Source: an optimization exercise on an open RTL-to-GDS flow (aim: small area, a short achievable clock period and few clock cycles per item). Production flows keep margins and buffers that such runs may drop.
At most, simulation tests tie the RTL to the original design; equivalence was not proved.
Power and IR drop assume default switching activity.

==> tundra <==
==> flow/design.v <==
package dltq_pkg;
  localparam int MaxTimersDefault = 16;
  localparam int TimeBitsDefault  = 32;
  localparam int MaxExpiry        = 64;
  localparam int CntBits          = 7;
  localparam int InDataBits       = 72;
  localparam int OutDataBits      = 40;
  localparam logic [1:0] OP_ADD     = 2'd0;
  localparam logic [1:0] OP_REMOVE  = 2'd1;
  localparam logic [1:0] OP_ADVANCE = 2'd2;
  localparam logic [1:0] KIND_DONE   = 2'd0;
  localparam logic [1:0] KIND_FIRED  = 2'd1;
  localparam logic [1:0] KIND_REJECT = 2'd2;
  typedef enum logic [3:0] {
    CMD_NONE,
    CMD_LOAD,
    CMD_ADD_START,
    CMD_INS_START,
    CMD_INS_STEP,
    CMD_INS_FIN,
    CMD_REM_START,
    CMD_UNL_STEP,
    CMD_UNL_FIN,
    CMD_ADV_START,
    CMD_ADV_TRIM,
    CMD_ADV_POP,
    CMD_SET_OVR,
    CMD_SNAP,
    CMD_EMIT
  } cmd_op_t;
  typedef enum logic [1:0] {
    EMIT_REJ,
    EMIT_DONE,
    EMIT_PEND,
    EMIT_FIN
  } emit_sel_t;
  typedef struct packed {
    cmd_op_t   op;
    emit_sel_t sel;
  } cmd_t;
  typedef struct packed {
    logic [1:0] op;
    logic       id_bad;
    logic       act_id;
    logic       ins_more;
    logic       unl_more;
    logic       list_ne;
    logic       adv_trim;
    logic       cnt_full;
    logic       rep_head;
    logic       pend_valid;
    logic       out_free;
  } status_t;
endpackage
module dltq_cmp2 (
  input  logic [1:0] a,
  input  logic [1:0] b,
  output logic       g,
  output logic       p
);
  logic g1, p1, g0, p0;
  assign g1 = ~a[1] & b[1];
  assign p1 = ~a[1] | b[1];
  assign g0 = ~a[0] & b[0];
  assign p0 = ~a[0] | b[0];
  assign g  = g1 | (p1 & g0);
  assign p  = g1 | (p1 & p0);
endmodule
module dltq_cmpj (
  input  logic gh,
  input  logic ph,
  input  logic gl,
  input  logic pl,
  output logic g,
  output logic p
);
  assign g = gh | (ph & gl);
  assign p = gh | (ph & pl);
endmodule
module dltq_lessc (
  input  logic [32:0] a,
  input  logic [32:0] b,
  output logic        lt
);
  logic [15:0] g1, p1;
  logic [7:0]  g2, p2;
  logic [3:0]  g3, p3;
  logic [1:0]  g4, p4;
  logic        g5, p5;
  for (genvar i = 0; i < 16; i++) begin : g_l1
    dltq_cmp2 u (.a(a[2*i+1:2*i]), .b(b[2*i+1:2*i]), .g(g1[i]), .p(p1[i]));
  end
  for (genvar i = 0; i < 8; i++) begin : g_l2
    dltq_cmpj u (.gh(g1[2*i+1]), .ph(p1[2*i+1]), .gl(g1[2*i]), .pl(p1[2*i]), .g(g2[i]), .p(p2[i]));
  end
  for (genvar i = 0; i < 4; i++) begin : g_l3
    dltq_cmpj u (.gh(g2[2*i+1]), .ph(p2[2*i+1]), .gl(g2[2*i]), .pl(p2[2*i]), .g(g3[i]), .p(p3[i]));
  end
  for (genvar i = 0; i < 2; i++) begin : g_l4
    dltq_cmpj u (.gh(g3[2*i+1]), .ph(p3[2*i+1]), .gl(g3[2*i]), .pl(p3[2*i]), .g(g4[i]), .p(p4[i]));
  end
  dltq_cmpj u_l5 (.gh(g4[1]), .ph(p4[1]), .gl(g4[0]), .pl(p4[0]), .g(g5), .p(p5));
  assign lt = a[32] ^ b[32] ^ g5;
endmodule
module dltq_pfx (
  input  logic gh,
  input  logic ph,
  input  logic gl,
  input  logic pl,
  output logic g,
  output logic p
);
  assign g = gh | (ph & gl);
  assign p = ph & pl;
endmodule
module dltq_add33 (
  input  logic [32:0] a,
  input  logic [32:0] b,
  output logic [32:0] s
);
  localparam int W = 33;
  logic [W-1:0] x;
  logic [W-1:0] g [7];
  logic [W-1:0] p [7];
  assign x    = a ^ b;
  assign g[0] = a & b;
  assign p[0] = x;
  for (genvar k = 0; k < 6; k++) begin : g_lvl
    for (genvar i = 0; i < W; i++) begin : g_bit
      if (i >= (1 << k)) begin : g_node
        dltq_pfx u (.gh(g[k][i]), .ph(p[k][i]), .gl(g[k][i-(1<<k)]), .pl(p[k][i-(1<<k)]),
                    .g(g[k+1][i]), .p(p[k+1][i]));
      end else begin : g_pass
        assign g[k+1][i] = g[k][i];
        assign p[k+1][i] = p[k][i];
      end
    end
  end
  assign s[0] = x[0];
  assign s[W-1:1] = x[W-1:1] ^ g[6][W-2:0];
endmodule
module delta_list_timer_queue #(
  parameter int MAX_TIMERS = dltq_pkg::MaxTimersDefault,
  parameter int TIME_BITS  = dltq_pkg::TimeBitsDefault
) (
  input  logic                             clk,
  input  logic                             rst,
  input  logic                             s_axis_tvalid,
  output logic                             s_axis_tready,
  input  logic [dltq_pkg::InDataBits-1:0]  s_axis_tdata,
  input  logic [1:0]                       s_axis_tuser,
  output logic                             m_axis_tvalid,
  input  logic                             m_axis_tready,
  output logic [dltq_pkg::OutDataBits-1:0] m_axis_tdata,
  output logic [1:0]                       m_axis_tuser,
  output logic                             m_axis_tlast
);
  localparam int N = 16;
  logic             req_v;
  logic [1:0]       req_op;
  logic [3:0]       req_id;
  logic [31:0]      req_val;     
  logic [32:0]      xr;
  logic             xadd;        
  logic             req_rep;
  logic [N-1:0][32:0] dl;        
  logic [N-1:0][31:0] per;
  logic [N-1:0]       rpt;
  logic [N-1:0]       act;
  logic [N-1:0][3:0]  ord;       
  logic [N-1:0]       vm;        
  logic [32:0]      hd;
  logic [31:0]      hp;
  logic             hr;
  logic [32:0]      hx;
  logic [32:0]      tnow;
  logic             adv_busy;    
  logic [5:0]       cnt;         
  logic             pr_v;
  logic [1:0]       pr_kind;
  logic [3:0]       pr_id;
  logic             pr_last;
  logic             pr_ovr;
  logic             out_v;
  logic [37:0]      out_data;
  logic [1:0]       out_kind;
  logic             out_last;
  logic             sk_v;
  logic [37:0]      sk_data;
  logic [1:0]       sk_kind;
  logic             sk_last;
  logic exec_en, emit_go, start, fire, is_add, is_rem, is_adv;
  logic add_ok, rem_ok, fire_rep, fire_pop;
  logic [3:0]  h, o1;
  logic [32:0] do1, tsum, tgt_u, xin, ax, bx, xbase, xs_hd, xs_oth;
  logic [31:0] vsel;
  logic [31:0] po1;
  logic        ro1;
  logic        due0, due_x, due_o1, next_due, cap, last;
  logic [N-1:0] lt;
  logic [N:0]   fpos;    
  logic [N-1:0] epos, bpos;
  assign exec_en = !pr_v || !sk_v;
  assign emit_go = pr_v && !sk_v;
  assign start   = req_v && !adv_busy && exec_en;
  assign s_axis_tready = !req_v || (!adv_busy && exec_en);
  assign is_add = start && (req_op == dltq_pkg::OP_ADD);
  assign is_rem = start && (req_op == dltq_pkg::OP_REMOVE);
  assign is_adv = start && (req_op == dltq_pkg::OP_ADVANCE);
  assign add_ok = is_add && !act[req_id];
  assign rem_ok = is_rem && act[req_id];
  assign h    = ord[0];
  assign o1   = ord[1];
  assign do1  = dl[o1];
  assign po1  = per[o1];
  assign ro1  = rpt[o1];
  assign tsum = xr;
  assign tgt_u = xr;
  logic c_due0, c_due_x, c_due_o1;
  dltq_lessc u_due0 (.a(tsum), .b(hd), .lt(c_due0));
  assign due0 = vm[0] && !c_due0;
  assign fire = (adv_busy && exec_en) || (is_adv && due0);
  assign fire_rep = fire && hr;
  assign fire_pop = fire && !hr;
  assign xin = xadd ? tsum : hx;
  assign ax = xadd ? (tsum + {1'b0, req_val})
                                                        : (hx + {1'b0, hp});
  assign bx = do1 + {1'b0, po1};
  logic c_h, c_o1;
  dltq_lessc u_c_h (.a(hd), .b(xin), .lt(c_h));
  dltq_lessc u_c_o1 (.a(do1), .b(xin), .lt(c_o1));
  for (genvar i = 0; i < N; i++) begin : g_lt
    dltq_lessc u_lt (.a(dl[i]), .b(xin), .lt(lt[i]));
  end
  always_comb begin
    fpos[N] = 1'b0;
    fpos[0] = vm[0] && c_h;
    fpos[1] = vm[1] && c_o1;
    for (int j = 2; j < N; j++) fpos[j] = vm[j] && lt[ord[j]];
    for (int j = 0; j < N; j++) epos[j] = vm[j] && (ord[j] == req_id);
    bpos[0] = epos[0];
    for (int j = 1; j < N; j++) bpos[j] = bpos[j-1] | epos[j];
  end
  dltq_lessc u_due_x (.a(tgt_u), .b(hx), .lt(c_due_x));
  dltq_lessc u_due_o1 (.a(tgt_u), .b(do1), .lt(c_due_o1));
  assign due_x    = !c_due_x;
  assign due_o1   = !c_due_o1;
  assign next_due = hr ? (fpos[1] ? due_o1 : due_x) : (vm[1] && due_o1);
  assign cap      = adv_busy && (cnt == 6'd62);
  assign vsel  = !s_axis_tready ? req_val :
                 (s_axis_tuser == dltq_pkg::OP_ADD) ? s_axis_tdata[35:4] : s_axis_tdata[68:37];
  assign xbase = (adv_busy || is_adv) ? xr : tnow;
  dltq_add33 u_xs_oth (.a(xbase), .b({1'b0, vsel}), .s(xs_oth));
  dltq_add33 u_xs_hd (.a(hd), .b({1'b0, vsel}), .s(xs_hd));
  assign last     = !next_due || cap;
  logic [31:0] nd;
  logic [37:0] res_data;
  assign nd       = vm[0] ? (hd[31:0] - tnow[31:0]) : 32'd0;
  assign res_data = {pr_ovr, nd, vm[0], pr_id};
  always_ff @(posedge clk) begin
    if (rst) begin
      req_v    <= 1'b0;
      act      <= '0;
      vm       <= '0;
      adv_busy <= 1'b0;
      pr_v     <= 1'b0;
      out_v    <= 1'b0;
      sk_v     <= 1'b0;
    end else begin
      if (!(fire ? !last : adv_busy)) xr <= (fire && next_due) ? xs_hd : xs_oth;
      xadd <= ((s_axis_tready && s_axis_tvalid) ? (s_axis_tuser == dltq_pkg::OP_ADD)
                                                 : (req_op == dltq_pkg::OP_ADD))
              && !(fire ? !last : adv_busy);
      if (s_axis_tready) begin
        req_v <= s_axis_tvalid;
        if (s_axis_tvalid) begin
          req_op  <= s_axis_tuser;
          req_id  <= s_axis_tdata[3:0];
          req_val <= (s_axis_tuser == dltq_pkg::OP_ADD) ? s_axis_tdata[35:4]
                                                        : s_axis_tdata[68:37];
          req_rep <= s_axis_tdata[36];
        end
      end
      for (int i = 0; i < N; i++) begin
        if ((add_ok && req_id == i) || (fire_rep && h == i)) dl[i] <= xin;
        if (add_ok && req_id == i) begin
          per[i] <= req_val;
          rpt[i] <= req_rep;
        end
        if (add_ok && req_id == i) act[i] <= 1'b1;
        else if ((rem_ok && req_id == i) || (fire_pop && h == i)) act[i] <= 1'b0;
      end
      if (add_ok) begin
        if (!fpos[0]) ord[0] <= req_id;
        for (int j = 1; j < N; j++) begin
          if (fpos[j]) ord[j] <= ord[j];
          else if (fpos[j-1]) ord[j] <= req_id;
          else ord[j] <= ord[j-1];
        end
        vm <= {vm[N-2:0], 1'b1};
      end else if (rem_ok) begin
        for (int j = 0; j < N - 1; j++)
          if (bpos[j]) ord[j] <= ord[j+1];
        vm <= {1'b0, vm[N-1:1]};
      end else if (fire_rep) begin
        ord[0] <= fpos[1] ? ord[1] : h;
        for (int j = 1; j < N - 1; j++) begin
          if (fpos[j+1]) ord[j] <= ord[j+1];
          else if (fpos[j]) ord[j] <= h;
        end
        if (fpos[N-1]) ord[N-1] <= h;
      end else if (fire_pop) begin
        for (int j = 0; j < N - 1; j++) ord[j] <= ord[j+1];
        vm <= {1'b0, vm[N-1:1]};
      end
      if ((add_ok && !fpos[0]) || (fire_rep && !fpos[1])) begin
        hd <= xin;
        hx <= ax;
      end else if ((rem_ok && epos[0]) || fire_pop || (fire_rep && fpos[1])) begin
        hd <= do1;
        hx <= bx;
      end
      if (add_ok && !fpos[0]) begin
        hp <= req_val;
        hr <= req_rep;
      end else if ((rem_ok && epos[0]) || fire_pop || (fire_rep && fpos[1])) begin
        hp <= po1;
        hr <= ro1;
      end
      if (is_adv && !due0) tnow <= tsum;
      if (fire) begin
        tnow     <= next_due ? hd : tgt_u;
        cnt      <= adv_busy ? cnt + 6'd1 : 6'd0;
        adv_busy <= !last;
      end
      if (start || fire) begin
        pr_v    <= 1'b1;
        pr_last <= !fire || last;
        pr_ovr  <= fire && next_due && cap;
        pr_id   <= fire ? h : req_id;
        if (fire) pr_kind <= dltq_pkg::KIND_FIRED;
        else if (add_ok || rem_ok || is_adv) pr_kind <= dltq_pkg::KIND_DONE;
        else pr_kind <= dltq_pkg::KIND_REJECT;
      end else if (emit_go) begin
        pr_v <= 1'b0;
      end
      if (!out_v || m_axis_tready) begin
        if (sk_v) begin
          out_v    <= 1'b1;
          out_data <= sk_data;
          out_kind <= sk_kind;
          out_last <= sk_last;
          sk_v     <= 1'b0;
        end else begin
          out_v    <= emit_go;
          out_data <= res_data;
          out_kind <= pr_kind;
          out_last <= pr_last;
        end
      end else if (emit_go) begin
        sk_v    <= 1'b1;
        sk_data <= res_data;
        sk_kind <= pr_kind;
        sk_last <= pr_last;
      end
    end
  end
  assign m_axis_tvalid = out_v;
  assign m_axis_tdata  = {2'b00, out_data};
  assign m_axis_tuser  = out_kind;
  assign m_axis_tlast  = out_last;
endmodule
==> flow/run.sh <==
#!/bin/bash
# synth_recipe.tcl (not shown) runs the flow's synth.tcl, then flattens the netlist and writes it again
# the make line also repeats each setting of config.mk as NAME=value (left out here)
make -C /OpenROAD-flow-scripts/flow DESIGN_CONFIG=/design/flow/config.mk WORK_HOME=/design/flow/orfs CLKGATE_MAP_FILE= SYNTH_SCRIPT=/design/flow/synth_recipe.tcl finish
==> flow/config.mk <==
export PLATFORM = sky130hd
export DESIGN_NAME = delta_list_timer_queue
export DESIGN_NICKNAME = delta_list_timer_queue
export VERILOG_FILES = /design/flow/design.v
export SDC_FILE = /design/flow/constraint.sdc
export NUM_CORES = 4
export LEC_CHECK = 0
export CAP_MARGIN = 20
export CORE_MARGIN = 2
export CORE_UTILIZATION = 55
export PLACE_DENSITY = 0.7
export SETUP_SLACK_MARGIN = 5
export SLEW_MARGIN = 20
export SYNTH_HIERARCHICAL = 1
export SYNTH_MINIMUM_KEEP_SIZE = 0
export TNS_END_PERCENT = 10
==> flow/constraint.sdc <==
create_clock -name core_clock -period 10.0 [get_ports {clk}]
set_input_delay 2.0000 -clock core_clock [delete_from_list [all_inputs] [get_ports {clk}]]
set_output_delay 2.0000 -clock core_clock [all_outputs]
set_load 0.01 [all_outputs]
==> inputs of quartz, as changes to tundra <==
--- a/flow/design.v
+++ b/flow/design.v
@@ -53,28 +53,34 @@
   } status_t;
 endpackage
-module dltq_cmp2 (
-  input  logic [1:0] a,
-  input  logic [1:0] b,
-  output logic       g,
-  output logic       p
-);
-  logic g1, p1, g0, p0;
-  assign g1 = ~a[1] & b[1];
-  assign p1 = ~a[1] | b[1];
-  assign g0 = ~a[0] & b[0];
-  assign p0 = ~a[0] | b[0];
-  assign g  = g1 | (p1 & g0);
-  assign p  = g1 | (p1 & p0);
+module dltq_cmp1 (
+  input  logic a,
+  input  logic b,
+  output logic g,
+  output logic p
+);
+  assign g = ~a & b;
+  assign p = ~a | b;
 endmodule
-module dltq_cmpj (
+module dltq_jn (
   input  logic gh,
   input  logic ph,
   input  logic gl,
   input  logic pl,
+  output logic ng,
+  output logic np
+);
+  assign ng = ~(gh | (ph & gl));
+  assign np = ~(gh | (ph & pl));
+endmodule
+module dltq_jp (
+  input  logic ngh,
+  input  logic nph,
+  input  logic ngl,
+  input  logic npl,
   output logic g,
   output logic p
 );
-  assign g = gh | (ph & gl);
-  assign p = gh | (ph & pl);
+  assign g = ~(ngh & (nph | ngl));
+  assign p = ~(ngh & (nph | npl));
 endmodule
 module dltq_lessc (
@@ -83,4 +89,5 @@
   output logic        lt
 );
+  logic [31:0] g0, p0;
   logic [15:0] g1, p1;
   logic [7:0]  g2, p2;
@@ -88,29 +95,43 @@
   logic [1:0]  g4, p4;
   logic        g5, p5;
+  for (genvar i = 0; i < 32; i++) begin : g_l0
+    dltq_cmp1 u (.a(a[i]), .b(b[i]), .g(g0[i]), .p(p0[i]));
+  end
   for (genvar i = 0; i < 16; i++) begin : g_l1
-    dltq_cmp2 u (.a(a[2*i+1:2*i]), .b(b[2*i+1:2*i]), .g(g1[i]), .p(p1[i]));
+    dltq_jn u (.gh(g0[2*i+1]), .ph(p0[2*i+1]), .gl(g0[2*i]), .pl(p0[2*i]), .ng(g1[i]), .np(p1[i]));
   end
   for (genvar i = 0; i < 8; i++) begin : g_l2
-    dltq_cmpj u (.gh(g1[2*i+1]), .ph(p1[2*i+1]), .gl(g1[2*i]), .pl(p1[2*i]), .g(g2[i]), .p(p2[i]));
+    dltq_jp u (.ngh(g1[2*i+1]), .nph(p1[2*i+1]), .ngl(g1[2*i]), .npl(p1[2*i]), .g(g2[i]), .p(p2[i]));
   end
   for (genvar i = 0; i < 4; i++) begin : g_l3
-    dltq_cmpj u (.gh(g2[2*i+1]), .ph(p2[2*i+1]), .gl(g2[2*i]), .pl(p2[2*i]), .g(g3[i]), .p(p3[i]));
+    dltq_jn u (.gh(g2[2*i+1]), .ph(p2[2*i+1]), .gl(g2[2*i]), .pl(p2[2*i]), .ng(g3[i]), .np(p3[i]));
   end
   for (genvar i = 0; i < 2; i++) begin : g_l4
-    dltq_cmpj u (.gh(g3[2*i+1]), .ph(p3[2*i+1]), .gl(g3[2*i]), .pl(p3[2*i]), .g(g4[i]), .p(p4[i]));
+    dltq_jp u (.ngh(g3[2*i+1]), .nph(p3[2*i+1]), .ngl(g3[2*i]), .npl(p3[2*i]), .g(g4[i]), .p(p4[i]));
   end
-  dltq_cmpj u_l5 (.gh(g4[1]), .ph(p4[1]), .gl(g4[0]), .pl(p4[0]), .g(g5), .p(p5));
-  assign lt = a[32] ^ b[32] ^ g5;
+  dltq_jn u_l5 (.gh(g4[1]), .ph(p4[1]), .gl(g4[0]), .pl(p4[0]), .ng(g5), .np(p5));
+  assign lt = ~(a[32] ^ b[32] ^ g5);
 endmodule
-module dltq_pfx (
+module dltq_pn (
   input  logic gh,
   input  logic ph,
   input  logic gl,
   input  logic pl,
+  output logic ng,
+  output logic np
+);
+  assign ng = ~(gh | (ph & gl));
+  assign np = ~(ph & pl);
+endmodule
+module dltq_pp (
+  input  logic ngh,
+  input  logic nph,
+  input  logic ngl,
+  input  logic npl,
   output logic g,
   output logic p
 );
-  assign g = gh | (ph & gl);
-  assign p = ph & pl;
+  assign g = ~(ngh & (nph | ngl));
+  assign p = ~(nph | npl);
 endmodule
 module dltq_add33 (
@@ -129,9 +150,14 @@
     for (genvar i = 0; i < W; i++) begin : g_bit
       if (i >= (1 << k)) begin : g_node
-        dltq_pfx u (.gh(g[k][i]), .ph(p[k][i]), .gl(g[k][i-(1<<k)]), .pl(p[k][i-(1<<k)]),
-                    .g(g[k+1][i]), .p(p[k+1][i]));
+        if (k % 2 == 0) begin : g_n
+          dltq_pn u (.gh(g[k][i]), .ph(p[k][i]), .gl(g[k][i-(1<<k)]), .pl(p[k][i-(1<<k)]),
+                     .ng(g[k+1][i]), .np(p[k+1][i]));
+        end else begin : g_p
+          dltq_pp u (.ngh(g[k][i]), .nph(p[k][i]), .ngl(g[k][i-(1<<k)]), .npl(p[k][i-(1<<k)]),
+                     .g(g[k+1][i]), .p(p[k+1][i]));
+        end
       end else begin : g_pass
-        assign g[k+1][i] = g[k][i];
-        assign p[k+1][i] = p[k][i];
+        assign g[k+1][i] = ~g[k][i];
+        assign p[k+1][i] = ~p[k][i];
       end
     end
- CTS_CLUSTER_DIAMETER: not set -> 90
- CTS_CLUSTER_SIZE: not set -> 24
==> notes.md <==
- The total length of routed met3 wires is 23,600 um.
- Dividing the detail-routed via count by the number of cells gives 6.381.
- The fraction of power consumed by combinational cells is 15.4%.
- The flow ran to the end and the layout has no timing, DRC or antenna violations.
- The final instance count without filler cells is 9,461.
- For the worst flop-to-flop path, the logic depth is 19.
- For the worst-skew pair, the clock arrives at the later sink with an insertion delay of 0.86 ns.
- In the global route stage, met1 resource usage came out at 42.92%.
- The terminus of the critical flop-to-flop path is xr[28].
- The cell internal power dissipation is 11.34 mW.
- The switching fraction of total power is 26.24%.
- For the finished layout, the period the worst path requires is 5.351 ns.
-- figures above: tundra

==> notes.md <==
- The run finished with no timing, DRC or antenna violations.
- The final instance count without filler cells is 9,768.
- The switching fraction of total power is 29.17%.
- The post-detailed-route via-to-cell ratio is 6.542.
- The total length of routed met3 wires is 25,390 um.
- Entering global routing, the biggest net connects 114 pins.
- Internal power comes to 9.656 mW.
- Measured in cells, the most critical reg-to-reg path has a length of 17.
- The layout has 97 clock buffers.
- The shortest clock period the worst path allows after layout is 5.176 ns.
- The global-route met1 utilization is 41.67%.
- Per report_power, the combinational group accounts for 20.0% of the total.
- The later pin in the worst-skew pair is clocked with a latency of 0.76 ns.
- In the final layout, the share of cells above drive strength 1 is 38.89%.
-- figures above: quartz

Testbench counts of quartz, summed over its fixed seeds: cycles 18,422, items 8,000.
The RTL of tundra was laid out without a check of its function.

## what the ideal ports hide
Ports are ideal in the flow. The routed layouts listed here were re-timed in OpenROAD. Step 1, drivers: a clkbuf_16 drives clk and a buf_2 each remaining input, both assumed. Step 2 adds t to the input delays and takes it off the output delays; t is the mean of the earliest and latest rising clock arrival at the registers after step 1. Input paths then give back, and output paths get back, about the clock's delay inside the block. a / b / c = ideal ports / drivers / drivers and shift; a / b = the first two.
run	t (ns)	slack for setup (ns)	latest minus earliest clock arrival (ns)
tundra	0.908	4.649 / 4.633 / 3.897	0.079 / 0.080
quartz	0.821	4.824 / 4.824 / 4.171	0.059 / 0.059
After both steps every run listed still meets setup and hold. For tundra, which loses most, drivers alone change the setup slack by -0.016 ns; drivers and shift together by -0.752 ns.
